Context: an optimization exercise on an open-source flow, tuned for small area, a short achievable clock period and few clock cycles. The choices shown serve that exercise and are no tape-out recipe. Function was checked by simulation only, so behaviour that the tests miss may differ from the original. Power and IR drop assume default switching activity.

<file path="flow/config.mk">
export PLATFORM = sky130hd
export DESIGN_NAME = ps2_keyboard_to_hid_report
export DESIGN_NICKNAME = ps2_keyboard_to_hid_report
export VERILOG_FILES = /design/flow/design.v
export SDC_FILE = /design/flow/constraint.sdc
export NUM_CORES = 4
export LEC_CHECK = 0
export CAP_MARGIN = 20
export CORE_MARGIN = 2
export CORE_UTILIZATION = 35
export CTS_BUF_LIST = sky130_fd_sc_hd__clkbuf_4 sky130_fd_sc_hd__clkbuf_8
export CTS_CLUSTER_DIAMETER = 50
export CTS_CLUSTER_SIZE = 20
export PLACE_DENSITY = 0.55
export SETUP_SLACK_MARGIN = 5.0
export SLEW_MARGIN = 20

export BUFFER_PORTS_ARGS = -buffer_cell sky130_fd_sc_hd__buf_2
</file>
<file path="flow/constraint.sdc">
create_clock -name core_clock -period 8.0 [get_ports {clock}]
set_input_delay 1.6000 -clock core_clock [delete_from_list [all_inputs] [get_ports {clock}]]
set_output_delay 1.6000 -clock core_clock [all_outputs]
set_load 0.01 [all_outputs]
</file>
<file path="flow/design.v">
`default_nettype none
package ps2kb_pkg;
   localparam int KEY_MAP_BITS_DEF = 256;
   localparam int REPORT_SLOTS_DEF = 6;
   localparam int MAX_SLOTS        = 6;
   localparam int FIFO_DEPTH       = 2;
   localparam int RSP_DATA_W       = 64;
   localparam int RSP_ROLL_BIT     = 8 + 8 * MAX_SLOTS;
   localparam logic MODE_BYTE = 1'b0;
   localparam logic MODE_TICK = 1'b1;
   localparam logic [7:0] PRE_EXT    = 8'hE0;
   localparam logic [7:0] PRE_PAUSE  = 8'hE1;
   localparam logic [7:0] PRE_BREAK  = 8'hF0;
   localparam logic [7:0] PAUSE_HOLD = 8'h14;
   localparam logic [9:0] CODE_PAUSE    = 10'h277;
   localparam logic [9:0] CODE_APP      = 10'd303;
   localparam logic [9:0] CODE_KP_DIV   = 10'd330;
   localparam logic [9:0] CODE_KP_ENTER = 10'd346;
   localparam logic [9:0] EXT_BASE      = 10'd361;
   localparam int         NORMAL_LEN    = 132;
   localparam int         EXT_LEN       = 21;
   localparam logic [7:0] KEY_PAUSE    = 8'd72;
   localparam logic [7:0] KEY_APP      = 8'd101;
   localparam logic [7:0] KEY_KP_DIV   = 8'd84;
   localparam logic [7:0] KEY_KP_ENTER = 8'd88;
   localparam logic [9:0] TICK_MAX = 10'd1023;
   function automatic logic [7:0] normal_code(input logic [7:0] idx);
      logic [7:0] val;
      case (idx)
         8'd0: val = 8'd1;
         8'd1: val = 8'd66;
         8'd3: val = 8'd62;
         8'd4: val = 8'd60;
         8'd5: val = 8'd58;
         8'd6: val = 8'd59;
         8'd7: val = 8'd69;
         8'd9: val = 8'd67;
         8'd10: val = 8'd65;
         8'd11: val = 8'd63;
         8'd12: val = 8'd61;
         8'd13: val = 8'd43;
         8'd14: val = 8'd53;
         8'd21: val = 8'd20;
         8'd22: val = 8'd30;
         8'd26: val = 8'd29;
         8'd27: val = 8'd22;
         8'd28: val = 8'd4;
         8'd29: val = 8'd26;
         8'd30: val = 8'd31;
         8'd33: val = 8'd6;
         8'd34: val = 8'd27;
         8'd35: val = 8'd7;
         8'd36: val = 8'd8;
         8'd37: val = 8'd33;
         8'd38: val = 8'd32;
         8'd41: val = 8'd44;
         8'd42: val = 8'd25;
         8'd43: val = 8'd9;
         8'd44: val = 8'd23;
         8'd45: val = 8'd21;
         8'd46: val = 8'd34;
         8'd49: val = 8'd17;
         8'd50: val = 8'd5;
         8'd51: val = 8'd11;
         8'd52: val = 8'd10;
         8'd53: val = 8'd28;
         8'd54: val = 8'd35;
         8'd58: val = 8'd16;
         8'd59: val = 8'd13;
         8'd60: val = 8'd24;
         8'd61: val = 8'd36;
         8'd62: val = 8'd37;
         8'd65: val = 8'd54;
         8'd66: val = 8'd14;
         8'd67: val = 8'd12;
         8'd68: val = 8'd18;
         8'd69: val = 8'd39;
         8'd70: val = 8'd38;
         8'd73: val = 8'd55;
         8'd74: val = 8'd56;
         8'd75: val = 8'd15;
         8'd76: val = 8'd51;
         8'd77: val = 8'd19;
         8'd78: val = 8'd45;
         8'd82: val = 8'd52;
         8'd84: val = 8'd47;
         8'd85: val = 8'd46;
         8'd88: val = 8'd57;
         8'd90: val = 8'd40;
         8'd91: val = 8'd48;
         8'd93: val = 8'd49;
         8'd97: val = 8'd100;
         8'd102: val = 8'd42;
         8'd105: val = 8'd89;
         8'd107: val = 8'd92;
         8'd108: val = 8'd95;
         8'd112: val = 8'd98;
         8'd113: val = 8'd99;
         8'd114: val = 8'd90;
         8'd115: val = 8'd93;
         8'd116: val = 8'd94;
         8'd117: val = 8'd96;
         8'd118: val = 8'd41;
         8'd119: val = 8'd83;
         8'd120: val = 8'd68;
         8'd121: val = 8'd87;
         8'd122: val = 8'd91;
         8'd123: val = 8'd86;
         8'd124: val = 8'd85;
         8'd125: val = 8'd97;
         8'd126: val = 8'd71;
         8'd131: val = 8'd64;
         default: val = 8'd0;
      endcase
      normal_code = val;
   endfunction
   function automatic logic [7:0] ext_code(input logic [4:0] idx);
      logic [7:0] val;
      case (idx)
         5'd0: val = 8'd77;
         5'd2: val = 8'd80;
         5'd3: val = 8'd74;
         5'd7: val = 8'd73;
         5'd8: val = 8'd76;
         5'd9: val = 8'd81;
         5'd11: val = 8'd79;
         5'd12: val = 8'd82;
         5'd17: val = 8'd78;
         5'd19: val = 8'd70;
         5'd20: val = 8'd75;
         default: val = 8'd0;
      endcase
      ext_code = val;
   endfunction
   typedef struct packed {
      logic       tick;
      logic       key_make;
      logic [7:0] key;
      logic [7:0] mods;
   } cmd_type;
   function automatic logic [7:0] lookup_key(input logic [9:0] code);
      logic [7:0] key;
      logic [9:0] ext_off;
      key     = 8'd0;
      ext_off = code - EXT_BASE;
      if (code < 10'(NORMAL_LEN)) begin
         key = normal_code(code[7:0]);
      end else if (code == CODE_PAUSE) begin
         key = KEY_PAUSE;
      end else if (code == CODE_APP) begin
         key = KEY_APP;
      end else if (code == CODE_KP_DIV) begin
         key = KEY_KP_DIV;
      end else if (code == CODE_KP_ENTER) begin
         key = KEY_KP_ENTER;
      end else if (code >= EXT_BASE && code < EXT_BASE + 10'(EXT_LEN)) begin
         key = ext_code(ext_off[4:0]);
      end
      lookup_key = key;
   endfunction
   function automatic logic [7:0] modifier_mask(input logic [9:0] code);
      logic [7:0] mask;
      unique case (code)
         10'h014: mask = 8'b0000_0001;
         10'h012: mask = 8'b0000_0010;
         10'h011: mask = 8'b0000_0100;
         10'h11F: mask = 8'b0000_1000;
         10'h114: mask = 8'b0001_0000;
         10'h059: mask = 8'b0010_0000;
         10'h111: mask = 8'b0100_0000;
         10'h127: mask = 8'b1000_0000;
         default: mask = 8'b0000_0000;
      endcase
      modifier_mask = mask;
   endfunction
   function automatic logic [6:0] code_token(input logic [9:0] code);
      logic [6:0] t;
      case (code)
         10'h000: t = 7'd1;
         10'h001: t = 7'd66;
         10'h003: t = 7'd62;
         10'h004: t = 7'd60;
         10'h005: t = 7'd58;
         10'h006: t = 7'd59;
         10'h007: t = 7'd69;
         10'h009: t = 7'd67;
         10'h00a: t = 7'd65;
         10'h00b: t = 7'd63;
         10'h00c: t = 7'd61;
         10'h00d: t = 7'd43;
         10'h00e: t = 7'd53;
         10'h011: t = 7'd106;
         10'h012: t = 7'd105;
         10'h014: t = 7'd104;
         10'h015: t = 7'd20;
         10'h016: t = 7'd30;
         10'h01a: t = 7'd29;
         10'h01b: t = 7'd22;
         10'h01c: t = 7'd4;
         10'h01d: t = 7'd26;
         10'h01e: t = 7'd31;
         10'h021: t = 7'd6;
         10'h022: t = 7'd27;
         10'h023: t = 7'd7;
         10'h024: t = 7'd8;
         10'h025: t = 7'd33;
         10'h026: t = 7'd32;
         10'h029: t = 7'd44;
         10'h02a: t = 7'd25;
         10'h02b: t = 7'd9;
         10'h02c: t = 7'd23;
         10'h02d: t = 7'd21;
         10'h02e: t = 7'd34;
         10'h031: t = 7'd17;
         10'h032: t = 7'd5;
         10'h033: t = 7'd11;
         10'h034: t = 7'd10;
         10'h035: t = 7'd28;
         10'h036: t = 7'd35;
         10'h03a: t = 7'd16;
         10'h03b: t = 7'd13;
         10'h03c: t = 7'd24;
         10'h03d: t = 7'd36;
         10'h03e: t = 7'd37;
         10'h041: t = 7'd54;
         10'h042: t = 7'd14;
         10'h043: t = 7'd12;
         10'h044: t = 7'd18;
         10'h045: t = 7'd39;
         10'h046: t = 7'd38;
         10'h049: t = 7'd55;
         10'h04a: t = 7'd56;
         10'h04b: t = 7'd15;
         10'h04c: t = 7'd51;
         10'h04d: t = 7'd19;
         10'h04e: t = 7'd45;
         10'h052: t = 7'd52;
         10'h054: t = 7'd47;
         10'h055: t = 7'd46;
         10'h058: t = 7'd57;
         10'h059: t = 7'd109;
         10'h05a: t = 7'd40;
         10'h05b: t = 7'd48;
         10'h05d: t = 7'd49;
         10'h061: t = 7'd100;
         10'h066: t = 7'd42;
         10'h069: t = 7'd89;
         10'h06b: t = 7'd92;
         10'h06c: t = 7'd95;
         10'h070: t = 7'd98;
         10'h071: t = 7'd99;
         10'h072: t = 7'd90;
         10'h073: t = 7'd93;
         10'h074: t = 7'd94;
         10'h075: t = 7'd96;
         10'h076: t = 7'd41;
         10'h077: t = 7'd83;
         10'h078: t = 7'd68;
         10'h079: t = 7'd87;
         10'h07a: t = 7'd91;
         10'h07b: t = 7'd86;
         10'h07c: t = 7'd85;
         10'h07d: t = 7'd97;
         10'h07e: t = 7'd71;
         10'h083: t = 7'd64;
         10'h111: t = 7'd110;
         10'h114: t = 7'd108;
         10'h11f: t = 7'd107;
         10'h127: t = 7'd111;
         10'h12f: t = 7'd101;
         10'h14a: t = 7'd84;
         10'h15a: t = 7'd88;
         10'h169: t = 7'd77;
         10'h16b: t = 7'd80;
         10'h16c: t = 7'd74;
         10'h170: t = 7'd73;
         10'h171: t = 7'd76;
         10'h172: t = 7'd81;
         10'h174: t = 7'd79;
         10'h175: t = 7'd82;
         10'h17a: t = 7'd78;
         10'h17c: t = 7'd70;
         10'h17d: t = 7'd75;
         10'h277: t = 7'd72;
         default: t = 7'd0;
      endcase
      code_token = t;
   endfunction
endpackage
`default_nettype wire
`default_nettype none
module ps2kb_code_token(code, token);
  input [9:0] code;
  wire [9:0] code;
  output [6:0] token;
  wire [6:0] token;
  wire n0;
  wire n1;
  wire n10;
  wire n100;
  wire n101;
  wire n102;
  wire n103;
  wire n104;
  wire n105;
  wire n106;
  wire n107;
  wire n108;
  wire n109;
  wire n11;
  wire n110;
  wire n111;
  wire n112;
  wire n113;
  wire n114;
  wire n115;
  wire n116;
  wire n117;
  wire n118;
  wire n119;
  wire n12;
  wire n120;
  wire n121;
  wire n122;
  wire n123;
  wire n124;
  wire n125;
  wire n126;
  wire n127;
  wire n128;
  wire n129;
  wire n13;
  wire n130;
  wire n131;
  wire n132;
  wire n133;
  wire n134;
  wire n135;
  wire n136;
  wire n137;
  wire n138;
  wire n139;
  wire n14;
  wire n140;
  wire n141;
  wire n142;
  wire n143;
  wire n144;
  wire n145;
  wire n146;
  wire n147;
  wire n148;
  wire n149;
  wire n15;
  wire n150;
  wire n151;
  wire n152;
  wire n153;
  wire n154;
  wire n155;
  wire n156;
  wire n157;
  wire n158;
  wire n159;
  wire n16;
  wire n160;
  wire n161;
  wire n162;
  wire n163;
  wire n164;
  wire n165;
  wire n166;
  wire n167;
  wire n168;
  wire n169;
  wire n17;
  wire n170;
  wire n171;
  wire n172;
  wire n173;
  wire n174;
  wire n175;
  wire n176;
  wire n177;
  wire n178;
  wire n179;
  wire n18;
  wire n180;
  wire n181;
  wire n182;
  wire n183;
  wire n184;
  wire n185;
  wire n186;
  wire n187;
  wire n188;
  wire n189;
  wire n19;
  wire n190;
  wire n191;
  wire n192;
  wire n193;
  wire n194;
  wire n195;
  wire n196;
  wire n197;
  wire n198;
  wire n199;
  wire n2;
  wire n20;
  wire n200;
  wire n201;
  wire n202;
  wire n203;
  wire n204;
  wire n205;
  wire n206;
  wire n207;
  wire n208;
  wire n209;
  wire n21;
  wire n210;
  wire n211;
  wire n212;
  wire n213;
  wire n214;
  wire n215;
  wire n216;
  wire n217;
  wire n218;
  wire n219;
  wire n22;
  wire n220;
  wire n221;
  wire n222;
  wire n223;
  wire n224;
  wire n225;
  wire n226;
  wire n227;
  wire n228;
  wire n229;
  wire n23;
  wire n230;
  wire n231;
  wire n232;
  wire n233;
  wire n234;
  wire n235;
  wire n236;
  wire n237;
  wire n238;
  wire n239;
  wire n24;
  wire n240;
  wire n241;
  wire n242;
  wire n243;
  wire n244;
  wire n245;
  wire n246;
  wire n247;
  wire n248;
  wire n249;
  wire n25;
  wire n250;
  wire n251;
  wire n252;
  wire n253;
  wire n254;
  wire n255;
  wire n256;
  wire n257;
  wire n258;
  wire n259;
  wire n26;
  wire n260;
  wire n261;
  wire n262;
  wire n263;
  wire n264;
  wire n265;
  wire n266;
  wire n267;
  wire n268;
  wire n269;
  wire n27;
  wire n270;
  wire n271;
  wire n272;
  wire n273;
  wire n274;
  wire n275;
  wire n276;
  wire n277;
  wire n278;
  wire n279;
  wire n28;
  wire n280;
  wire n281;
  wire n282;
  wire n283;
  wire n284;
  wire n285;
  wire n286;
  wire n287;
  wire n288;
  wire n289;
  wire n29;
  wire n290;
  wire n291;
  wire n292;
  wire n293;
  wire n294;
  wire n295;
  wire n296;
  wire n297;
  wire n298;
  wire n299;
  wire n3;
  wire n30;
  wire n300;
  wire n301;
  wire n302;
  wire n303;
  wire n304;
  wire n305;
  wire n306;
  wire n307;
  wire n308;
  wire n309;
  wire n31;
  wire n310;
  wire n311;
  wire n312;
  wire n313;
  wire n32;
  wire n33;
  wire n34;
  wire n35;
  wire n36;
  wire n37;
  wire n38;
  wire n39;
  wire n4;
  wire n40;
  wire n41;
  wire n42;
  wire n43;
  wire n44;
  wire n45;
  wire n46;
  wire n47;
  wire n48;
  wire n49;
  wire n5;
  wire n50;
  wire n51;
  wire n52;
  wire n53;
  wire n54;
  wire n55;
  wire n56;
  wire n57;
  wire n58;
  wire n59;
  wire n6;
  wire n60;
  wire n61;
  wire n62;
  wire n63;
  wire n64;
  wire n65;
  wire n66;
  wire n67;
  wire n68;
  wire n69;
  wire n7;
  wire n70;
  wire n71;
  wire n72;
  wire n73;
  wire n74;
  wire n75;
  wire n76;
  wire n77;
  wire n78;
  wire n79;
  wire n8;
  wire n80;
  wire n81;
  wire n82;
  wire n83;
  wire n84;
  wire n85;
  wire n86;
  wire n87;
  wire n88;
  wire n89;
  wire n9;
  wire n90;
  wire n91;
  wire n92;
  wire n93;
  wire n94;
  wire n95;
  wire n96;
  wire n97;
  wire n98;
  wire n99;
  assign n296 = ~code[4];
  assign n295 = code[9] | code[7];
  assign n294 = code[5] & ~(n295);
  assign n293 = code[2] & code[1];
  assign n292 = n294 ? n296 : n293;
  assign n291 = code[1] | ~(code[2]);
  assign n290 = ~(code[6] & code[3]);
  assign n289 = ~(n290 | n291);
  assign n288 = n289 & ~(code[0]);
  assign n287 = code[3] & code[1];
  assign n286 = ~n287;
  assign n285 = code[1] & ~(code[0]);
  assign n284 = n285 | code[8];
  assign n283 = n286 & ~(n284);
  assign n282 = code[7] | ~(code[5]);
  assign n281 = ~(code[6] & code[4]);
  assign n280 = n281 | n282;
  assign n279 = code[1] & ~(code[2]);
  assign n278 = code[6] | code[4];
  assign n277 = n279 & ~(n278);
  assign n276 = code[5] | ~(code[7]);
  assign n275 = n277 & ~(n276);
  assign n274 = n280 & ~(n275);
  assign n273 = n283 & ~(n274);
  assign n272 = ~(n273 | n288);
  assign n271 = n292 & ~(n272);
  assign n270 = ~code[8];
  assign n269 = n281 | n270;
  assign n268 = n294 & ~(n269);
  assign n267 = n268 | n271;
  assign n266 = n294 & ~(code[8]);
  assign n265 = code[0] & code[1];
  assign n264 = code[3] & code[2];
  assign n263 = ~(n264 | n265);
  assign n262 = code[3] & ~(code[1]);
  assign n261 = n263 & ~(n262);
  assign n260 = ~(code[2] | code[0]);
  assign n259 = n260 & n287;
  assign n258 = n291 & ~(n259);
  assign n257 = n266 ? n261 : n258;
  assign n256 = n267 & ~(n257);
  assign n255 = n295 | code[5];
  assign n254 = n270 & ~(n255);
  assign n253 = n254 & ~(code[6]);
  assign n252 = n253 & ~(n296);
  assign n251 = n252 & n285;
  assign n250 = n281 | ~(n254);
  assign n249 = ~(n250 | n264);
  assign n248 = n249 | n251;
  assign n247 = ~code[2];
  assign n246 = code[1] & ~(n253);
  assign n245 = n246 | n247;
  assign n244 = n248 & ~(n245);
  assign n243 = code[8] & ~(code[6]);
  assign n242 = ~n243;
  assign n241 = code[4] & ~(n255);
  assign n240 = n241 & ~(n242);
  assign n239 = n278 | ~(n266);
  assign n238 = code[6] & ~(code[4]);
  assign n237 = n238 & n254;
  assign n236 = n237 | ~(n239);
  assign n235 = n236 | n240;
  assign n234 = ~code[6];
  assign n233 = code[0] & ~(code[2]);
  assign n232 = n233 & ~(code[3]);
  assign n231 = n234 & ~(n232);
  assign n230 = ~n233;
  assign n229 = code[0] & ~(code[1]);
  assign n228 = ~(n229 | n285);
  assign n227 = code[3] ? n230 : n228;
  assign n226 = n227 | n231;
  assign n225 = n235 & ~(n226);
  assign n224 = n225 | n244;
  assign n223 = n224 | n256;
  assign n222 = ~code[0];
  assign n221 = n264 & ~(n239);
  assign n220 = code[2] & ~(code[3]);
  assign n219 = code[6] | ~(code[4]);
  assign n218 = n266 & ~(n219);
  assign n217 = n218 | n237;
  assign n216 = ~(n217 & n220);
  assign n215 = n216 & ~(n221);
  assign n214 = n222 & ~(n215);
  assign n213 = n266 & ~(code[3]);
  assign n212 = ~(n285 & n247);
  assign n211 = n212 | n281;
  assign n210 = ~(n285 & code[2]);
  assign n209 = n238 & ~(n210);
  assign n208 = code[6] | ~(code[0]);
  assign n207 = n279 & ~(n208);
  assign n206 = n207 | n277;
  assign n205 = n206 | n209;
  assign n204 = n211 & ~(n205);
  assign n203 = n213 & ~(n204);
  assign n202 = code[2] & code[0];
  assign n201 = ~(n202 & n287);
  assign n200 = n240 & ~(n201);
  assign n199 = ~(code[3] | code[1]);
  assign n198 = ~(n199 | n287);
  assign n197 = n266 & ~(n198);
  assign n196 = n222 & ~(n294);
  assign n195 = n202 | n281;
  assign n194 = ~(n195 | n196);
  assign n193 = n194 & n197;
  assign n192 = n247 & ~(n198);
  assign n191 = ~code[1];
  assign n190 = code[4] & ~(n264);
  assign n189 = n191 & ~(n190);
  assign n188 = n189 | n192;
  assign n187 = n208 | ~(n254);
  assign n186 = n188 & ~(n187);
  assign n185 = n186 | n193;
  assign n184 = n185 | n200;
  assign n183 = n184 | n203;
  assign n182 = n254 & ~(code[4]);
  assign n181 = n182 & n289;
  assign n180 = n233 & ~(code[1]);
  assign n179 = ~(n180 | n259);
  assign n178 = n220 & n265;
  assign n177 = n178 | ~(n179);
  assign n176 = n281 | ~(n266);
  assign n175 = n176 | n199;
  assign n174 = n177 & ~(n175);
  assign n173 = n174 | n181;
  assign n172 = ~code[3];
  assign n171 = n210 & ~(n207);
  assign n170 = n182 & ~(n171);
  assign n169 = n294 & ~(code[4]);
  assign n168 = ~(n293 & code[0]);
  assign n167 = n168 | n242;
  assign n166 = n169 & ~(n167);
  assign n165 = ~(n166 | n170);
  assign n164 = n172 & ~(n165);
  assign n163 = n164 | n173;
  assign n162 = n163 | n183;
  assign n161 = n162 | n214;
  assign token[1] = n161 | n223;
  assign n160 = code[3] & ~(code[0]);
  assign n159 = n268 & ~(n160);
  assign n158 = ~(code[3] | code[2]);
  assign n157 = ~(n158 | n264);
  assign n156 = n157 & n229;
  assign n155 = n156 | code[1];
  assign n154 = n159 & ~(n155);
  assign n153 = ~(n154 | n271);
  assign n152 = n251 & ~(n220);
  assign n151 = ~(n152 | n200);
  assign n150 = ~(n151 | n160);
  assign n149 = n202 | n260;
  assign n148 = n199 & ~(code[6]);
  assign n147 = n149 | ~(n148);
  assign n146 = n241 & ~(n147);
  assign n145 = n146 | n150;
  assign n144 = n145 | ~(n153);
  assign n143 = n197 & n238;
  assign n142 = n153 & ~(n143);
  assign n141 = n233 & ~(n142);
  assign n140 = ~(n254 & n262);
  assign n139 = ~(n140 & n257);
  assign n138 = n222 ? n293 : n158;
  assign n137 = ~(n138 | n289);
  assign n136 = n137 | n296;
  assign n135 = n277 | n288;
  assign n134 = n136 & ~(n135);
  assign n133 = n266 & ~(n134);
  assign n132 = code[4] | code[0];
  assign n131 = n133 & ~(n132);
  assign n130 = code[3] | code[0];
  assign n129 = n240 & ~(n130);
  assign n128 = ~(n129 | n194);
  assign n127 = n128 & ~(n131);
  assign n126 = n139 & ~(n127);
  assign n125 = n126 | n141;
  assign n124 = n169 & ~(n230);
  assign n123 = n124 & ~(n290);
  assign n122 = n176 & ~(n123);
  assign n121 = n247 & ~(n122);
  assign n120 = n273 & ~(code[9]);
  assign n119 = n295 | code[2];
  assign n118 = n243 | ~(n287);
  assign n117 = n118 | n119;
  assign n116 = n117 | n254;
  assign n115 = n196 & ~(n116);
  assign n114 = ~(n202 & n191);
  assign n113 = n114 & ~(n279);
  assign n112 = n113 | ~(n263);
  assign n111 = n159 & ~(n112);
  assign n110 = ~(n111 | n115);
  assign n109 = n254 & ~(n278);
  assign n108 = n109 & n177;
  assign n107 = ~(n108 | n166);
  assign n106 = ~(n107 & n110);
  assign n105 = n106 | n120;
  assign n104 = n105 | n121;
  assign n103 = n104 | n125;
  assign token[6] = n103 | n144;
  assign n102 = ~(code[3] & code[0]);
  assign n101 = n130 & n102;
  assign n100 = n101 | ~(n268);
  assign n99 = token[6] & ~(n100);
  assign n98 = n101 | n250;
  assign n97 = n98 | n158;
  assign n96 = code[0] ? n172 : n157;
  assign n95 = n109 & ~(n96);
  assign n94 = n95 | n123;
  assign n93 = n97 & ~(n94);
  assign n92 = n191 & ~(n93);
  assign n91 = n236 & ~(n114);
  assign n90 = ~(n157 & code[1]);
  assign n89 = n109 & ~(n90);
  assign n88 = n89 | n91;
  assign n87 = ~(n88 | n133);
  assign n86 = ~(n87 & n151);
  assign n85 = n86 | n92;
  assign n84 = n182 | code[1];
  assign n83 = n84 | ~(n176);
  assign n82 = n83 & ~(n202);
  assign n81 = n96 | ~(n218);
  assign n80 = n82 & ~(n81);
  assign n79 = n149 | n286;
  assign n78 = n182 & ~(n79);
  assign n77 = n78 | n166;
  assign n76 = n77 | n80;
  assign n75 = ~(n249 & n160);
  assign n74 = n237 & ~(n102);
  assign n73 = n74 | n221;
  assign n72 = n75 & ~(n73);
  assign n71 = n191 & ~(n72);
  assign n70 = n71 | n173;
  assign n69 = n70 | n76;
  assign n68 = n69 | n85;
  assign token[0] = n68 | n99;
  assign n67 = n291 | ~(n101);
  assign n66 = n252 & ~(n67);
  assign n65 = n218 & ~(n114);
  assign n64 = n65 | n66;
  assign n63 = n296 & ~(n110);
  assign n62 = n63 | n64;
  assign n61 = n62 | n224;
  assign n60 = n92 & ~(n270);
  assign n59 = n60 | n76;
  assign n58 = n252 & ~(n172);
  assign n57 = n245 & ~(n58);
  assign n56 = n82 & ~(n57);
  assign n55 = n56 & ~(n296);
  assign n54 = n230 | ~(n236);
  assign n53 = n260 | ~(n228);
  assign n52 = n109 & ~(n53);
  assign n51 = n254 & ~(n211);
  assign n50 = n51 | n221;
  assign n49 = n50 | n52;
  assign n48 = n54 & ~(n49);
  assign n47 = n286 & ~(n48);
  assign n46 = n47 | n55;
  assign n45 = n46 | n59;
  assign n44 = n45 | n61;
  assign token[2] = n44 | n125;
  assign n43 = ~(n156 | n288);
  assign n42 = n236 & ~(n43);
  assign n41 = ~(n158 & n191);
  assign n40 = n132 & ~(n41);
  assign n39 = code[4] & ~(n114);
  assign n38 = n290 & ~(n210);
  assign n37 = n38 | n39;
  assign n36 = n37 | n40;
  assign n35 = n148 | ~(n266);
  assign n34 = n36 & ~(n35);
  assign n33 = ~(n34 | n42);
  assign n32 = ~(n33 & n165);
  assign n31 = ~(n109 & code[2]);
  assign n30 = n31 & ~(n249);
  assign n29 = n139 & ~(n30);
  assign n28 = n237 & ~(n179);
  assign n27 = ~(n98 | n113);
  assign n26 = n27 | n28;
  assign n25 = n26 | n29;
  assign n24 = n25 | n32;
  assign token[5] = n24 | n145;
  assign n23 = n26 | n56;
  assign n22 = n121 & ~(n191);
  assign n21 = ~(n179 | n262);
  assign n20 = n67 & ~(n21);
  assign n19 = n218 & ~(n20);
  assign n18 = ~(n39 & n253);
  assign n17 = ~(n18 & n110);
  assign n16 = n17 | n19;
  assign n15 = n16 | n22;
  assign n14 = n15 | n23;
  assign n13 = ~(n220 | n265);
  assign n12 = n13 | n293;
  assign n11 = n109 & ~(n12);
  assign n10 = n123 & ~(code[8]);
  assign n9 = n10 | n11;
  assign n8 = n9 | n131;
  assign n7 = n8 | n70;
  assign token[4] = n7 | n14;
  assign n6 = ~(n266 & n191);
  assign n5 = n6 | ~(n33);
  assign n4 = ~(n5 & n165);
  assign n3 = n238 | ~(n220);
  assign n2 = n4 & ~(n3);
  assign n1 = n16 | n124;
  assign n0 = n243 | ~(n262);
  assign n313 = n1 & ~(n0);
  assign n312 = n313 | n2;
  assign n311 = ~(code[4] | code[2]);
  assign n310 = n213 & ~(n311);
  assign n309 = n310 | n182;
  assign n308 = n220 & ~(n266);
  assign n307 = ~(code[6] & code[1]);
  assign n306 = n307 | n202;
  assign n305 = n306 | n308;
  assign n304 = n309 & ~(n305);
  assign n303 = n218 | ~(n116);
  assign n302 = n303 & ~(n204);
  assign n301 = n302 | n251;
  assign n300 = n301 | n29;
  assign n299 = n300 | n304;
  assign n298 = n299 | n8;
  assign n297 = n298 | n144;
  assign token[3] = n297 | n312;
endmodule
`default_nettype wire
`default_nettype none
module ps2_keyboard_to_hid_report #(
   parameter int KEY_MAP_BITS = ps2kb_pkg::KEY_MAP_BITS_DEF,
   parameter int REPORT_SLOTS = ps2kb_pkg::REPORT_SLOTS_DEF
) (
   input  wire logic                          clock,
   input  wire logic                          reset,
   input  wire logic                          req_tvalid,
   output logic                               req_tready,
   input  wire logic                          req_tuser,   
   input  wire logic [7:0]                    req_tdata,   
   output logic                               rsp_tvalid,
   input  wire logic                          rsp_tready,
   output logic [ps2kb_pkg::RSP_DATA_W-1:0]   rsp_tdata,
   input  wire logic                          csr_valid,
   output logic                               csr_ready,
   input  wire logic [9:0]                    csr_data     
);
   localparam int NS = 6;   
   localparam logic [127:0] KEYS = 128'h0000003ffffffffffffbfffffffffff2;
   localparam logic [6:0]   KEY_TOP = 7'd101;   
   assign csr_ready = 1'b1;
   logic busy_ff;                       
   logic e_go;                          
   logic p_scan;                        
   logic       a_valid_ff, s_valid_ff, rdy_ff;
   logic [8:0] a_item_ff, s_item_ff;    
   logic       a_take;                  
   logic       acc;
   assign req_tready = rdy_ff;
   assign acc        = req_tvalid && rdy_ff;
   always_ff @(posedge clock) begin
      if (reset) begin
         a_valid_ff <= 1'b0;
         s_valid_ff <= 1'b0;
         rdy_ff     <= 1'b0;
      end else begin
         if (!a_valid_ff || a_take) begin
            a_valid_ff <= s_valid_ff || acc;
            s_valid_ff <= 1'b0;
            rdy_ff     <= 1'b1;
         end else if (acc) begin
            s_valid_ff <= 1'b1;
            rdy_ff     <= 1'b0;
         end else begin
            rdy_ff     <= !s_valid_ff;
         end
      end
   end
   always_ff @(posedge clock) begin
      if (!a_valid_ff || a_take) begin
         a_item_ff <= s_valid_ff ? s_item_ff : {req_tuser, req_tdata};
      end
      if (!s_valid_ff) begin
         s_item_ff <= {req_tuser, req_tdata};
      end
   end
   logic       e0_ff, e1_ff, rel_ff;
   logic       b_valid_ff, b_tick_ff, b_brk_ff;
   logic [6:0] b_key_ff;
   logic       b_load;                  
   logic       m_load;                  
   logic [7:0] d_byte;
   logic [6:0] d_key;
   logic       d_pre_e0, d_pre_e1, d_drop, d_pre_f0, d_done;
   assign a_take   = a_valid_ff && b_load;
   assign d_byte   = a_item_ff[7:0];
   ps2kb_code_token u_token (
      .code  ({e1_ff, e0_ff, d_byte}),
      .token (d_key)
   );
   assign d_pre_e0 = !e1_ff && d_byte == ps2kb_pkg::PRE_EXT;
   assign d_pre_e1 = !e1_ff && d_byte == ps2kb_pkg::PRE_PAUSE;
   assign d_drop   = e1_ff && d_byte == ps2kb_pkg::PAUSE_HOLD;
   assign d_pre_f0 = d_byte == ps2kb_pkg::PRE_BREAK;
   assign d_done   = !(d_pre_e0 || d_pre_e1 || d_drop || d_pre_f0);
   always_ff @(posedge clock) begin
      if (reset) begin
         e0_ff  <= 1'b0;
         e1_ff  <= 1'b0;
         rel_ff <= 1'b0;
      end else if (a_take && !a_item_ff[8]) begin
         if (d_pre_e0) begin
            e0_ff <= 1'b1;
         end else if (d_pre_e1) begin
            e1_ff <= 1'b1;
         end else if (d_drop) begin
         end else if (d_pre_f0) begin
            rel_ff <= 1'b1;
         end else begin
            e0_ff  <= 1'b0;
            e1_ff  <= 1'b0;
            rel_ff <= 1'b0;
         end
      end
   end
   assign b_load = !b_valid_ff || m_load;
   always_ff @(posedge clock) begin
      if (reset) begin
         b_valid_ff <= 1'b0;
      end else if (b_load) begin
         b_valid_ff <= a_valid_ff && (a_item_ff[8] || d_done);
      end
   end
   always_ff @(posedge clock) begin
      if (b_load) begin
         b_tick_ff <= a_item_ff[8];
         b_brk_ff  <= rel_ff;
         b_key_ff  <= d_key;
      end
   end
   logic [127:0] map_ff;
   logic [9:0]   rem_ff;                
   logic         m_valid_ff, m_tick_ff, m_brk_ff, m_member_ff;
   logic [6:0]   m_key_ff;
   logic [6:0]   km;                    
   logic         e_wr;                  
   logic         m_member;
   assign m_load   = !busy_ff && (!m_valid_ff || (e_go && !p_scan));
   assign km       = busy_ff ? rem_ff[6:0] : b_key_ff;
   assign m_member = (e_wr && m_key_ff == km) ? !m_brk_ff : map_ff[km];
   always_ff @(posedge clock) begin
      if (reset) begin
         m_valid_ff <= 1'b0;
      end else if (busy_ff) begin
         m_valid_ff <= rem_ff[6:0] != 7'd0 && !scan_end;
      end else if (m_load) begin
         m_valid_ff <= b_valid_ff;
      end else if (e_go) begin
         m_valid_ff <= 1'b0;
      end
   end
   always_ff @(posedge clock) begin
      if (busy_ff || m_load) begin
         m_tick_ff   <= !busy_ff && b_tick_ff;
         m_brk_ff    <= b_brk_ff;
         m_key_ff    <= km;
         m_member_ff <= m_member;
      end
   end
   logic [7:0]         mods_ff;
   logic [NS-1:0][6:0] slot_ff;
   logic               over_ff;         
   logic [6:0]         cnt_ff;          
   logic [9:0]         idle_ff;
   logic               rsp_valid_ff;
   logic [6:0]         k;
   logic [NS-1:0]      lt;
   logic               is_mod, is_key, chg, scan_end;
   logic               e_ok;            
   logic               p_ins, p_del, p_roll, p_rep;   
   logic               s_ins;           
   logic               do_scan, do_roll, do_rep;
   assign rsp_tvalid = rsp_valid_ff;
   always_comb begin
      rsp_tdata        = '0;
      rsp_tdata[7:0]   = mods_ff;
      for (int s = 0; s < NS; s++) begin
         rsp_tdata[8 + 8 * s +: 7] = slot_ff[s];
      end
      rsp_tdata[ps2kb_pkg::RSP_ROLL_BIT] = over_ff;
   end
   assign e_ok     = m_valid_ff && !busy_ff;
   assign e_go     = e_ok && (!rsp_valid_ff || rsp_tready);
   assign k        = m_key_ff;
   assign is_mod   = !m_tick_ff && k[6:3] == 4'b1101;
   assign is_key   = !m_tick_ff && k[6:3] != 4'b1101 && k != 7'd0;
   assign e_wr     = e_go && is_key;
   assign chg      = m_member_ff == m_brk_ff;   
   assign scan_end = busy_ff && m_valid_ff && m_member_ff && slot_ff[NS-2] != 7'd0;
   localparam logic [6:0] CNT_0 = 7'b0000001;
   localparam logic [6:0] CNT_6 = 7'b1000001;
   localparam logic [6:0] CNT_7 = 7'b0000011;
   always_comb begin
      for (int s = 0; s < NS; s++) begin
         lt[s] = slot_ff[s] != 7'd0 && slot_ff[s] < k;
      end
   end
   always_comb begin
      p_ins  = 1'b0;
      p_del  = 1'b0;
      p_roll = 1'b0;
      p_scan = 1'b0;
      p_rep  = 1'b0;
      if (!busy_ff) begin
         if (m_tick_ff) begin
            p_rep = idle_ff != 10'd0 && rem_ff == 10'd1;
         end else begin
            if (is_key && chg) begin
               if (!m_brk_ff) begin
                  p_roll = !over_ff && cnt_ff == CNT_6;
                  p_ins  = !over_ff && cnt_ff != CNT_6;
               end else begin
                  p_scan = over_ff && cnt_ff == CNT_7;
                  p_del  = !over_ff;
               end
            end
            p_rep = !p_scan;
         end
      end
   end
   assign s_ins   = busy_ff && m_valid_ff && m_member_ff;
   assign do_scan = e_go && p_scan;
   assign do_roll = e_go && p_roll;
   assign do_rep  = scan_end || (e_go && p_rep);
   logic [7:0]  map_row;
   logic [15:0] map_col;
   logic        map_v;
   assign map_v  = !m_brk_ff && !reset;
   always_comb begin
      for (int j = 0; j < 8; j++) map_row[j] = reset || (e_wr && k[6:4] == 3'(j));
      for (int m = 0; m < 16; m++) map_col[m] = reset || k[3:0] == 4'(m);
   end
   for (genvar i = 0; i < 128; i++) begin : g_map
      if (KEYS[i]) begin : g_bit
         always_ff @(posedge clock) begin
            if (map_row[i / 16] && map_col[i % 16]) begin
               map_ff[i] <= map_v;
            end
         end
      end else begin : g_none
         assign map_ff[i] = 1'b0;
      end
   end
   for (genvar s = 0; s < NS; s++) begin : g_slot
      logic       pos, en;
      logic [6:0] lower, upper, shifted, d;
      assign pos     = !lt[s] && (s == 0 || lt[s == 0 ? 0 : s-1]);
      assign lower   = (s == 0) ? 7'd0 : slot_ff[s == 0 ? 0 : s-1];
      assign upper   = (s == NS - 1) ? 7'd0 : slot_ff[s == NS - 1 ? 0 : s+1];
      assign shifted = p_del ? upper : (pos ? k : lower);
      assign en      = reset || (s_ins && !lt[s])
                       || (e_go && (p_scan || p_roll || ((p_ins || p_del) && !lt[s])));
      assign d       = (reset || p_scan) ? 7'd0 : p_roll ? 7'd1 : shifted;
      always_ff @(posedge clock) begin
         if (en) begin
            slot_ff[s] <= d;
         end
      end
   end
   always_ff @(posedge clock) begin
      if (reset) begin
         mods_ff      <= 8'd0;
         over_ff      <= 1'b0;
         cnt_ff       <= CNT_0;
         idle_ff      <= 10'd0;
         rem_ff       <= 10'd0;
         busy_ff      <= 1'b0;
         rsp_valid_ff <= 1'b0;
      end else begin
         if (csr_valid) begin
            idle_ff <= csr_data;
         end
         if (do_rep) begin
            rsp_valid_ff <= 1'b1;
         end else if (rsp_tready) begin
            rsp_valid_ff <= 1'b0;
         end
         if (e_go && is_mod) begin
            mods_ff[k[2:0]] <= !m_brk_ff;
         end
         if (e_wr && chg) begin
            cnt_ff <= m_brk_ff ? {cnt_ff[0] ^ cnt_ff[6], cnt_ff[6:1]}
                               : {cnt_ff[5:0], cnt_ff[6] ^ cnt_ff[5]};
         end
         if (do_roll) begin
            over_ff <= 1'b1;
         end
         if (do_scan) begin
            over_ff <= 1'b0;
            busy_ff <= 1'b1;
         end
         if (scan_end) begin
            busy_ff <= 1'b0;
         end
         if (csr_valid) begin
            rem_ff <= csr_data;
         end else if (do_scan) begin
            rem_ff <= {3'b000, KEY_TOP};
         end else if (do_rep) begin
            rem_ff <= idle_ff;
         end else if (busy_ff || (e_go && m_tick_ff)) begin
            rem_ff <= rem_ff - 10'd1;
         end
      end
   end
endmodule
`default_nettype wire
</file>
<file path="flow/flow/run.sh">
#!/bin/bash
# The standard layout (the standard.sh, all steps), with one change to how it is made:
# the buffers that placement puts on every input and output port are buf_2 cells instead of
# the cell buffer_ports picks by default (a slow clkdlybuf4s50_1).
set -euo pipefail
printf '\nexport BUFFER_PORTS_ARGS = -buffer_cell sky130_fd_sc_hd__buf_2\n' >> config.mk
bash standard.sh > standard.log 2>&1
</file>
<file path="flow/standard.sh">
#!/bin/bash
# synth_recipe.tcl (not shown) runs the flow's synth.tcl, then flattens the netlist and writes it again
# the make line also repeats each setting of config.mk as NAME=value (left out here)
make -C /OpenROAD-flow-scripts/flow DESIGN_CONFIG=/design/flow/config.mk WORK_HOME=/design/flow/orfs CLKGATE_MAP_FILE= SYNTH_SCRIPT=/design/flow/synth_recipe.tcl "${@:-finish}"
</file>
==> results of run 1 <==
stage by stage:
| stage | hold slack (ns) | cells | total power [mW] | util |
|---|---|---|---|---|
| finish | 0.4506 | 1857 | 3.145 | 0.4079 |
| global route | 0.4748 | 1857 | 3.277 | 0.4079 |
| CTS | 0.4526 | 1834 | 3.121 | 0.3988 |
| detailed placement | 0.4411 | 1764 | 2.140 | 0.3746 |
| global placement | 0.4445 | 1763 | 2.135 | 0.3743 |
| floorplan | 0.4003 | 1289 | 1.932 | - |
routing by layer:
metal / part of all wire / vias up
met3: 0.062 / 115
met4: 0.040 / 0
met1: 0.43 / 5120
met5: 0 / -
met2: 0.47 / 433
li1: - / 4923
what timing repair did:
action | 4_1_cts | 5_1_grt
gates resized for setup | 23 | 31
hold buffers | 0 | 0
setup buffers | 18 | 23
pin swaps | 1 | 7
setup endpoints to repair | 163 | 74
gates cloned | 0 | 0
layout by cell type (no fill, tap or decap), drive strengths merged, types with 26 or more instances in the layout:
cell / n
nor3: 26
nand2: 94
ha: 60
mux2i: 94
nand3: 31
dfxtp: 55
o21ai: 64
a21oi: 89
edfxtp: 168
nor2: 200
buf: 133
inv: 37
clkbuf: 30
synthesized netlist by cell type, types with 4 or more instances:
cell type / count
sky130_fd_sc_hd__nand2_1: 90
sky130_fd_sc_hd__edfxtp_1: 168
sky130_fd_sc_hd__nor4b_1: 7
sky130_fd_sc_hd__a21oi_1: 89
sky130_fd_sc_hd__a31oi_1: 21
sky130_fd_sc_hd__buf_4: 24
sky130_fd_sc_hd__a22o_1: 7
sky130_fd_sc_hd__a22oi_1: 5
sky130_fd_sc_hd__a221o_1: 4
sky130_fd_sc_hd__o21a_1: 9
sky130_fd_sc_hd__nor3_1: 24
sky130_fd_sc_hd__dfxtp_1: 55
sky130_fd_sc_hd__and3_1: 9
sky130_fd_sc_hd__nand3_1: 31
sky130_fd_sc_hd__inv_1: 27
sky130_fd_sc_hd__o21ai_1: 25
sky130_fd_sc_hd__o22ai_1: 15
sky130_fd_sc_hd__nor4_1: 19
sky130_fd_sc_hd__buf_6: 5
sky130_fd_sc_hd__mux2i_1: 90
sky130_fd_sc_hd__a211oi_2: 6
sky130_fd_sc_hd__clkbuf_1: 33
sky130_fd_sc_hd__xnor2_1: 12
sky130_fd_sc_hd__nand2b_1: 16
sky130_fd_sc_hd__nor2b_1: 7
sky130_fd_sc_hd__or3_1: 4
sky130_fd_sc_hd__o31ai_1: 10
sky130_fd_sc_hd__o221ai_1: 9
sky130_fd_sc_hd__nor2_1: 196
sky130_fd_sc_hd__mux2i_4: 4
sky130_fd_sc_hd__o21ai_0: 38
sky130_fd_sc_hd__buf_2: 20
sky130_fd_sc_hd__a21boi_0: 4
sky130_fd_sc_hd__a21o_1: 10
sky130_fd_sc_hd__nand4_1: 10
sky130_fd_sc_hd__mux2_2: 15
sky130_fd_sc_hd__o221a_2: 4
sky130_fd_sc_hd__ha_1: 60
sky130_fd_sc_hd__a211oi_1: 17
power groups by stage:
stage	logic [mW]	registers [mW]	clock network [mW]
floorplan	0.504	1.43	0
global placement	0.671	1.46	0
finish	0.778	1.42	0.950
detailed placement	0.674	1.47	0
global route	0.842	1.43	1.01
CTS	0.727	1.42	0.976
logic make-up (layout without fill, tap and decap cells):
family,count (synthesis),in the layout,synth area share
fa+ha+maj,60,60,0.05770
flops,223,223,0.4724
buf+inv,113,213,0.04452
other cells,2,14,0.0005772
mux,112,112,0.09347
simple gates,445,445,0.1614
xor+xnor,16,16,0.01135
compound gates,306,306,0.1587
final timing paths:
| kind | to | slack, ns | from |
|---|---|---|---|
| hold / removal | b_brk_ff | 0.45 | rel_ff |
| setup reg to reg | slot_ff[14] | 5.08 | m_key_ff[4] |
| setup / recovery | rsp_tdata[25] | 5.05 | slot_ff[15] |
| hold reg to reg | b_brk_ff | 0.45 | rel_ff |
sequential cells by signal, summed over array words and instances (netlist names), 7 cells and up:
signal / cells
b_key_ff: 7
m_key_ff: 7
idle_ff: 10
a_item_ff: 9
cnt_ff: 7
slot_ff: 42
s_item_ff: 9
rem_ff: 10
map_ff: 98
mods_ff: 8
cell type report:
cell class | instances | area, um^2 | share of cell area
clock buffer | 30 | 412.9 | 0.02765
sequential | 223 | 6147 | 0.4116
inverter | 28 | 131.4 | 0.008798
multi-input combinational | 953 | 6564 | 0.4395
clock inverter | 22 | 231.5 | 0.01550
timing repair buffer | 133 | 860.8 | 0.05765
tap | 468 | 585.6 | 0.03921
==> run notes, run 1 <==
# TYPE chip_impl_metric gauge
chip_impl_metric{name="timing.hold.worst_path_depth",unit=""} 0
chip_impl_metric{name="synth_seq_cells",unit=""} 223
chip_impl_metric{name="critPathBufInv",unit=""} 1
chip_impl_metric{name="global_route.usage.met2",unit=""} 0.3289
chip_impl_metric{name="share_clk_of_total_power",unit=""} 0.302
chip_impl_info{name="ys_top_cells_by_area",value="sky130_fd_sc_hd__edfxtp_1 39%, sky130_fd_sc_hd__dfxtp_1 8.5%, sky130_fd_sc_hd__mux2i_1 6.9%, sky130_fd_sc_hd__ha_1 5.8%, sky130_fd_sc_hd__nor2_1 5.7%"} 1
chip_impl_metric{name="detail_route.wirelength",unit="um"} 38810
chip_impl_metric{name="grt_first_pass_wirelength",unit="um"} 59640
chip_impl_metric{name="cts-htree-levels",unit=""} 1
chip_impl_metric{name="synth_area",unit="um^2"} 13010
chip_impl_metric{name="netlist-cell-type-count",unit=""} 89
chip_impl_metric{name="total_number_of_cells_along_the_worst_setup_path",unit=""} 1
chip_impl_info{name="netlist.top_cell.by_area",value="sky130_fd_sc_hd__edfxtp_1"} 1
chip_impl_metric{name="dp_slack",unit="ns"} 3.920
chip_impl_metric{name="grt_pass1_vias",unit=""} 10270
chip_impl_metric{name="ff2ff_path_depth",unit=""} 8
chip_impl_metric{name="groute.layer.met3.usage",unit=""} 0.03097
chip_impl_metric{name="slowest_delay",unit="ns"} 0.52
chip_impl_metric{name="leakage",unit="nW"} 5.692
chip_impl_info{name="critical_path.cell_chain",value="buf_2"} 1
chip_impl_metric{name="grt_antenna_before_repair",unit=""} 0
chip_impl_metric{name="cts.sink_count",unit=""} 223
chip_impl_info{name="status",value="complete, no violations"} 1
chip_impl_metric{name="die_w",unit="um"} 196.8
chip_impl_metric{name="period_minus_slack",unit="ns"} 2.948
chip_impl_metric{name="post-route-period-util",unit=""} 0.3685
chip_impl_metric{name="layout-area-overhead-vs-synth",unit="%"} 14.77
chip_impl_metric{name="worst_slew_pin_slew",unit="ns"} 1.069
chip_impl_metric{name="coreArea",unit="um^2"} 36610
chip_impl_metric{name="synth_top_area_share",unit=""} 0.3877
chip_impl_metric{name="drt_drc_violations_left",unit=""} 0
chip_impl_metric{name="finalHoldViolCount",unit=""} 0
chip_impl_metric{name="worst_clock_skew",unit="ns"} 0.05429
chip_impl_metric{name="combPwrFrac",unit=""} 0.247
chip_impl_metric{name="route.detailed.vias_per_inst",unit=""} 5.703
chip_impl_metric{name="total_of_endpoints_with_negative_setup_slack_in_the_final_report",unit=""} 0
chip_impl_metric{name="rows",unit=""} 70
chip_impl_metric{name="firstDrtPassIters",unit=""} 6
chip_impl_metric{name="power_switching_share",unit=""} 0.3429
chip_impl_metric{name="vias",unit=""} 10590
chip_impl_metric{name="grt_max_degree",unit=""} 99
chip_impl_metric{name="stdcell_area",unit="um^2"} 14930
chip_impl_info{name="timing.critical_path.slowest_stage_cell",value="sky130_fd_sc_hd__edfxtp_1"} 1
chip_impl_metric{name="initial_core_utilization",unit=""} 0.3554
chip_impl_metric{name="antenna_left",unit=""} 0
chip_impl_metric{name="port-buffer-count",unit=""} 76
chip_impl_metric{name="worst_slew_margin_rel",unit=""} 0.2872
chip_impl_metric{name="share_seq_of_total_power",unit=""} 0.451
chip_impl_metric{name="synth.yosys.seq_area_share",unit=""} 0.4724
chip_impl_metric{name="critPathMaxFanout",unit=""} 5
chip_impl_info{name="path_delay_family",value="flip-flops"} 1
chip_impl_metric{name="worst_skew_pair.late_latency",unit="ns"} 0.64
chip_impl_info{name="top_usage_layer",value="met2"} 1
chip_impl_metric{name="path_clk_slew",unit="ns"} 0.09
chip_impl_metric{name="grt_usage",unit=""} 0.1958
chip_impl_metric{name="total_switching_power",unit="mW"} 1.078
chip_impl_info{name="timing.critical_path.to_type",value="output pin"} 1
chip_impl_metric{name="tritoncts.num_buffers",unit=""} 28
chip_impl_metric{name="ys_async_sr_fraction",unit=""} 0
chip_impl_metric{name="finalSetupTns",unit="ns"} 0
chip_impl_metric{name="max_freq",unit="GHz"} 0.3392
chip_impl_metric{name="final_net_count",unit=""} 1451
chip_impl_metric{name="syn_inst",unit=""} 1277
chip_impl_metric{name="synth-edff-count",unit=""} 168
chip_impl_metric{name="num-fill-cells",unit=""} 3601
chip_impl_metric{name="wl_per_cell",unit="um"} 20.90
chip_impl_metric{name="p_int",unit="mW"} 2.067
chip_impl_metric{name="total_grt_overflow",unit=""} 0
chip_impl_metric{name="slew_viol_final",unit=""} 0
chip_impl_metric{name="grt.met1_usage",unit=""} 0.2542
chip_impl_metric{name="post_route_cells_drive_above_1_share",unit=""} 0.2023
chip_impl_metric{name="vdd_drop_max",unit="uV"} 126.8
chip_impl_metric{name="cp.required",unit="ns"} 6.40
chip_impl_metric{name="design.portCount",unit=""} 91
chip_impl_metric{name="timing.critical_path.arrival",unit="ns"} 1.35
chip_impl_metric{name="power.density",unit="nW/um^2"} 210.6
chip_impl_info{name="library_cell_used_as_clock_root_buffer",value="sky130_fd_sc_hd__clkbuf_8"} 1
chip_impl_metric{name="clock_path_buffers",unit=""} 3
chip_impl_metric{name="dieArea",unit="um^2"} 38730
chip_impl_info{name="rsz0062_at_grt",value="true"} 1
chip_impl_info{name="cts_tree",value="yes"} 1
chip_impl_info{name="critPathLaunchType",value="register"} 1
chip_impl_metric{name="antenna_cells_inserted",unit=""} 0
chip_impl_metric{name="dp_hpwl",unit="um"} 26390
chip_impl_metric{name="layout_setup_ws",unit="ns"} 5.052
chip_impl_metric{name="postSynthAreaPerCell",unit="um^2"} 10.19
chip_impl_info{name="critPathKind",value="reg -> out"} 1
chip_impl_metric{name="drt_iter0_markers",unit=""} 831
chip_impl_info{name="synth_ff_type",value="sky130_fd_sc_hd__edfxtp_1"} 1
chip_impl_metric{name="placed_area",unit="um^2"} 13710
chip_impl_metric{name="maxCapViolCount",unit=""} 0
chip_impl_metric{name="ys.warnings.count",unit=""} 30
chip_impl_info{name="hold_path.class",value="reg -> reg"} 1
chip_impl_metric{name="routabilityCongestion",unit=""} 0.9815
chip_impl_metric{name="die_height",unit="um"} 196.8
Testbench counts, summed over its fixed seeds: cycles 6,924.
==> run 2: changes to the inputs <==
--- a/flow/config.mk
+++ b/flow/config.mk
@@ -8,9 +8,9 @@
 export CAP_MARGIN = 20
 export CORE_MARGIN = 2
-export CORE_UTILIZATION = 35
+export CORE_UTILIZATION = 45
 export CTS_BUF_LIST = sky130_fd_sc_hd__clkbuf_4 sky130_fd_sc_hd__clkbuf_8
 export CTS_CLUSTER_DIAMETER = 50
 export CTS_CLUSTER_SIZE = 20
-export PLACE_DENSITY = 0.55
+export PLACE_DENSITY = 0.65
 export SETUP_SLACK_MARGIN = 5.0
 export SLEW_MARGIN = 20
==> run notes, run 2 <==
# TYPE chip_impl_metric gauge
chip_impl_info{name="library_cell_used_as_clock_root_buffer",value="sky130_fd_sc_hd__clkbuf_8"} 1
chip_impl_metric{name="slew_viol_final",unit=""} 0
chip_impl_metric{name="ys.warnings.count",unit=""} 30
chip_impl_info{name="ys_top_cells_by_area",value="sky130_fd_sc_hd__edfxtp_1 39%, sky130_fd_sc_hd__dfxtp_1 8.5%, sky130_fd_sc_hd__mux2i_1 6.9%, sky130_fd_sc_hd__ha_1 5.8%, sky130_fd_sc_hd__nor2_1 5.7%"} 1
chip_impl_metric{name="cts.sink_count",unit=""} 223
chip_impl_metric{name="finalHoldViolCount",unit=""} 0
chip_impl_info{name="rsz0062_at_grt",value="true"} 1
chip_impl_metric{name="cts-htree-levels",unit=""} 1
chip_impl_metric{name="stdcell_area",unit="um^2"} 14720
chip_impl_metric{name="tritoncts.num_buffers",unit=""} 28
chip_impl_metric{name="drt_drc_violations_left",unit=""} 0
chip_impl_metric{name="max_freq",unit="GHz"} 0.3367
chip_impl_metric{name="route.detailed.vias_per_inst",unit=""} 6.051
chip_impl_metric{name="cts_hold_buffers",unit=""} 0
chip_impl_metric{name="post-route-period-util",unit=""} 0.3713
chip_impl_metric{name="regToRegSetupSlack",unit="ns"} 5.03
chip_impl_metric{name="grt_usage",unit=""} 0.2403
chip_impl_metric{name="timing.critical_path.arrival",unit="ns"} 3.32
chip_impl_metric{name="grt_first_pass_wirelength",unit="um"} 57870
chip_impl_info{name="netlist.top_cell.by_area",value="sky130_fd_sc_hd__edfxtp_1"} 1
chip_impl_metric{name="total_grt_overflow",unit=""} 0
chip_impl_metric{name="cp.required",unit="ns"} 8.35
chip_impl_metric{name="grt_pass1_vias",unit=""} 10360
chip_impl_metric{name="worst_skew_pair.late_latency",unit="ns"} 0.59
chip_impl_metric{name="detail_route.wirelength",unit="um"} 37310
chip_impl_info{name="largest_register",value="map_ff"} 1
chip_impl_metric{name="leakage",unit="nW"} 5.632
chip_impl_metric{name="placed_area",unit="um^2"} 13570
chip_impl_metric{name="synth-edff-count",unit=""} 168
chip_impl_metric{name="grt_max_degree",unit=""} 99
chip_impl_metric{name="power_switching_share",unit=""} 0.3378
chip_impl_metric{name="total_switching_power",unit="mW"} 1.061
chip_impl_info{name="hold_path.class",value="reg -> reg"} 1
chip_impl_metric{name="worst_slew_margin_rel",unit=""} 0.2775
chip_impl_metric{name="antenna_left",unit=""} 0
chip_impl_metric{name="power.density",unit="nW/um^2"} 213.3
chip_impl_metric{name="layout-area-overhead-vs-synth",unit="%"} 13.16
chip_impl_info{name="yosys.cell_count.top_type",value="sky130_fd_sc_hd__nor2_1"} 1
chip_impl_metric{name="design.portCount",unit=""} 91
chip_impl_metric{name="synth_top_area_share",unit=""} 0.3877
chip_impl_metric{name="netlist-cell-type-count",unit=""} 89
chip_impl_metric{name="routabilityCongestion",unit=""} 0.9408
chip_impl_metric{name="die_height",unit="um"} 174.0
chip_impl_metric{name="dp.cells",unit=""} 1674
chip_impl_metric{name="syn_inst",unit=""} 1277
chip_impl_info{name="synth_ff_type",value="sky130_fd_sc_hd__edfxtp_1"} 1
chip_impl_info{name="critPathKind",value="reg -> reg"} 1
chip_impl_metric{name="p_int",unit="mW"} 2.080
chip_impl_metric{name="finalSetupTns",unit="ns"} 0
chip_impl_metric{name="synth.yosys.seq_area_share",unit=""} 0.4724
chip_impl_info{name="cts_tree",value="yes"} 1
chip_impl_metric{name="die_w",unit="um"} 174.0
chip_impl_metric{name="path_clk_slew",unit="ns"} 0.10
chip_impl_metric{name="combPwrFrac",unit=""} 0.236
chip_impl_metric{name="layoutNonFillerInstCount",unit=""} 1762
chip_impl_metric{name="post-layout-total-power",unit="mW"} 3.141
chip_impl_metric{name="worst_clock_skew",unit="ns"} 0.03625
chip_impl_metric{name="port-buffer-count",unit=""} 76
chip_impl_info{name="synth_commonest_cells",value="196 x sky130_fd_sc_hd__nor2_1, 168 x sky130_fd_sc_hd__edfxtp_1, 90 x sky130_fd_sc_hd__mux2i_1, 90 x sky130_fd_sc_hd__nand2_1, 89 x sky130_fd_sc_hd__a21oi_1"} 1
chip_impl_metric{name="period_minus_slack",unit="ns"} 2.970
chip_impl_info{name="biggestRegsByFlops",value="map_ff (98), slot_ff (42)"} 1
chip_impl_metric{name="critPathMaxFanout",unit=""} 7
chip_impl_metric{name="final_net_count",unit=""} 1441
chip_impl_info{name="most_common_cell_after_layout_fill_and_taps_aside",value="sky130_fd_sc_hd__nor2_1"} 1
chip_impl_metric{name="vdd_drop_max",unit="uV"} 134.7
chip_impl_metric{name="dieArea",unit="um^2"} 30290
chip_impl_metric{name="worst_slew_pin_slew",unit="ns"} 1.074
chip_impl_metric{name="rows",unit=""} 62
chip_impl_metric{name="grt_antenna_before_repair",unit=""} 0
chip_impl_metric{name="firstDrtPassIters",unit=""} 6
chip_impl_metric{name="total_of_endpoints_with_negative_setup_slack_in_the_final_report",unit=""} 0
chip_impl_metric{name="drt_iter0_markers",unit=""} 966
chip_impl_metric{name="post_route_cells_drive_above_1_share",unit=""} 0.1952
chip_impl_info{name="status",value="complete, no violations"} 1
chip_impl_metric{name="dp_hpwl",unit="um"} 24960
chip_impl_metric{name="initial_core_utilization",unit=""} 0.4545
chip_impl_info{name="layout.cells.most_common_list",value="194 x sky130_fd_sc_hd__nor2_1, 168 x sky130_fd_sc_hd__edfxtp_1, 90 x sky130_fd_sc_hd__mux2i_1"} 1
chip_impl_metric{name="maxCapViolCount",unit=""} 0
chip_impl_metric{name="ys_async_sr_fraction",unit=""} 0
chip_impl_metric{name="clock_path_buffers",unit=""} 3
chip_impl_info{name="timing.critical_path.to_type",value="register"} 1
chip_impl_metric{name="share_clk_of_total_power",unit=""} 0.312
chip_impl_metric{name="share_seq_of_total_power",unit=""} 0.452
chip_impl_metric{name="synth_seq_cells",unit=""} 223
chip_impl_info{name="critPathLaunchType",value="register"} 1
chip_impl_metric{name="antenna_cells_inserted",unit=""} 0
chip_impl_metric{name="synth_area",unit="um^2"} 13010
chip_impl_metric{name="wl_per_cell",unit="um"} 21.17
chip_impl_metric{name="vias",unit=""} 10660
chip_impl_metric{name="coreArea",unit="um^2"} 28630
chip_impl_metric{name="postSynthAreaPerCell",unit="um^2"} 10.19
chip_impl_metric{name="largest_reg_flops",unit=""} 98
[run 2: worst max-delay path, cell delays in order, from the launching register on]
cell	delay, ns
sky130_fd_sc_hd__edfxtp_1	0.46
sky130_fd_sc_hd__clkinvlp_4	0.31
sky130_fd_sc_hd__ha_1	0.39
sky130_fd_sc_hd__a221o_1	0.32
sky130_fd_sc_hd__a31oi_1	0.33
sky130_fd_sc_hd__nand2b_2	0.35
sky130_fd_sc_hd__mux2_2	0.36
sky130_fd_sc_hd__o221a_2	0.23
[run 2: layout make-up]
type,count,area [um^2]
Multi-Input combinational cell,955,6526
Sequential cell,223,6146
Clock buffer,30,406.6
Timing Repair inverter,2,17.52
Clock inverter,21,271.5
Inverter,28,140.1
Timing Repair Buffer,119,735.7
Tap cell,384,480.5
Fill cell,2584,13900
[run 2: power groups by stage]
stage | combinational [mW] | clock (mW) | sequential, mW
4_1_cts | 0.711 | 0.993 | 1.42
3_5_place_dp | 0.659 | 0 | 1.47
3_3_place_gp | 0.650 | 0 | 1.47
2_1_floorplan | 0.504 | 0 | 1.43
6_report | 0.742 | 0.981 | 1.42
5_1_grt | 0.806 | 1.04 | 1.43
[run 2: final timing paths]
check                            startpoint           to  cells past startpoint
worst max register to register  m_key_ff[6]  slot_ff[14]                      7
worst max-delay path            m_key_ff[6]  slot_ff[14]                      7
worst min register to register     b_brk_ff     m_brk_ff                      0
worst min-delay path               b_brk_ff     m_brk_ff                      0
[run 2: what timing repair did]
item	4_1_cts	5_1_grt
pin swaps	2	3
setup buffers	20	13
gates resized for setup	23	22
endpoints found under the hold margin	0	0
gates cloned	1	3
endpoints found under the setup margin	164	132
[run 2: stage by stage]
stage,utilization,setup slack (ns),hold slack (ns)
2_1_floorplan,-,4.634,0.4003
3_3_place_gp,0.4740,3.996,0.4228
3_5_place_dp,0.4740,3.934,0.4252
4_1_cts,0.5066,4.950,0.4573
5_1_grt,0.5144,4.958,0.4719
6_report,0.5144,5.030,0.4519
[run 2: cell families after synthesis]
group                      count (synthesis)  synth area share
and+or+nand+nor                          445            0.1614
AOI/OAI and AO/OA                        306            0.1587
DFF                                      223            0.4724
buffers and inverters                    113           0.04452
muxes                                    112           0.09347
adders and majority gates                 60           0.05770
xor gates and xnor gates                  16           0.01135
other                                      2         0.0005772
[run 2: layer usage]
metal	up-vias	wire length, um	GRT usage
li1	4913	-	-
met1	5167	15410	0.3156
met2	475	17820	0.4027
met3	107	2442	0.02822
met4	0	1639	0.1022
met5	-	0	0

==> static timing again, ports no longer ideal <==
No port has a modelled driver above. Below, the same layouts with a new extraction and two added sets of constraints.
Step 1, drivers: a clkbuf_16 drives clock and a buf_2 each remaining input, both assumed.
Step 2 also shifts input and output timing later by t, the mid clock arrival at the registers, as if the neighbouring blocks saw the same clock.
a / b / c = ideal / step 1 / step 2; a / b = the first two.
run	shift t [ns]	setup WS [ns]	latest minus earliest clock arrival (ns)
run 1	0.658	5.052 / 5.004 / 4.506	0.054 / 0.054
run 2	0.613	5.030 / 5.030 / 4.589	0.041 / 0.041
After both steps every run listed still meets setup and hold. For run 1, which loses most, drivers alone change the setup slack by -0.048 ns; drivers and shift together by -0.546 ns.
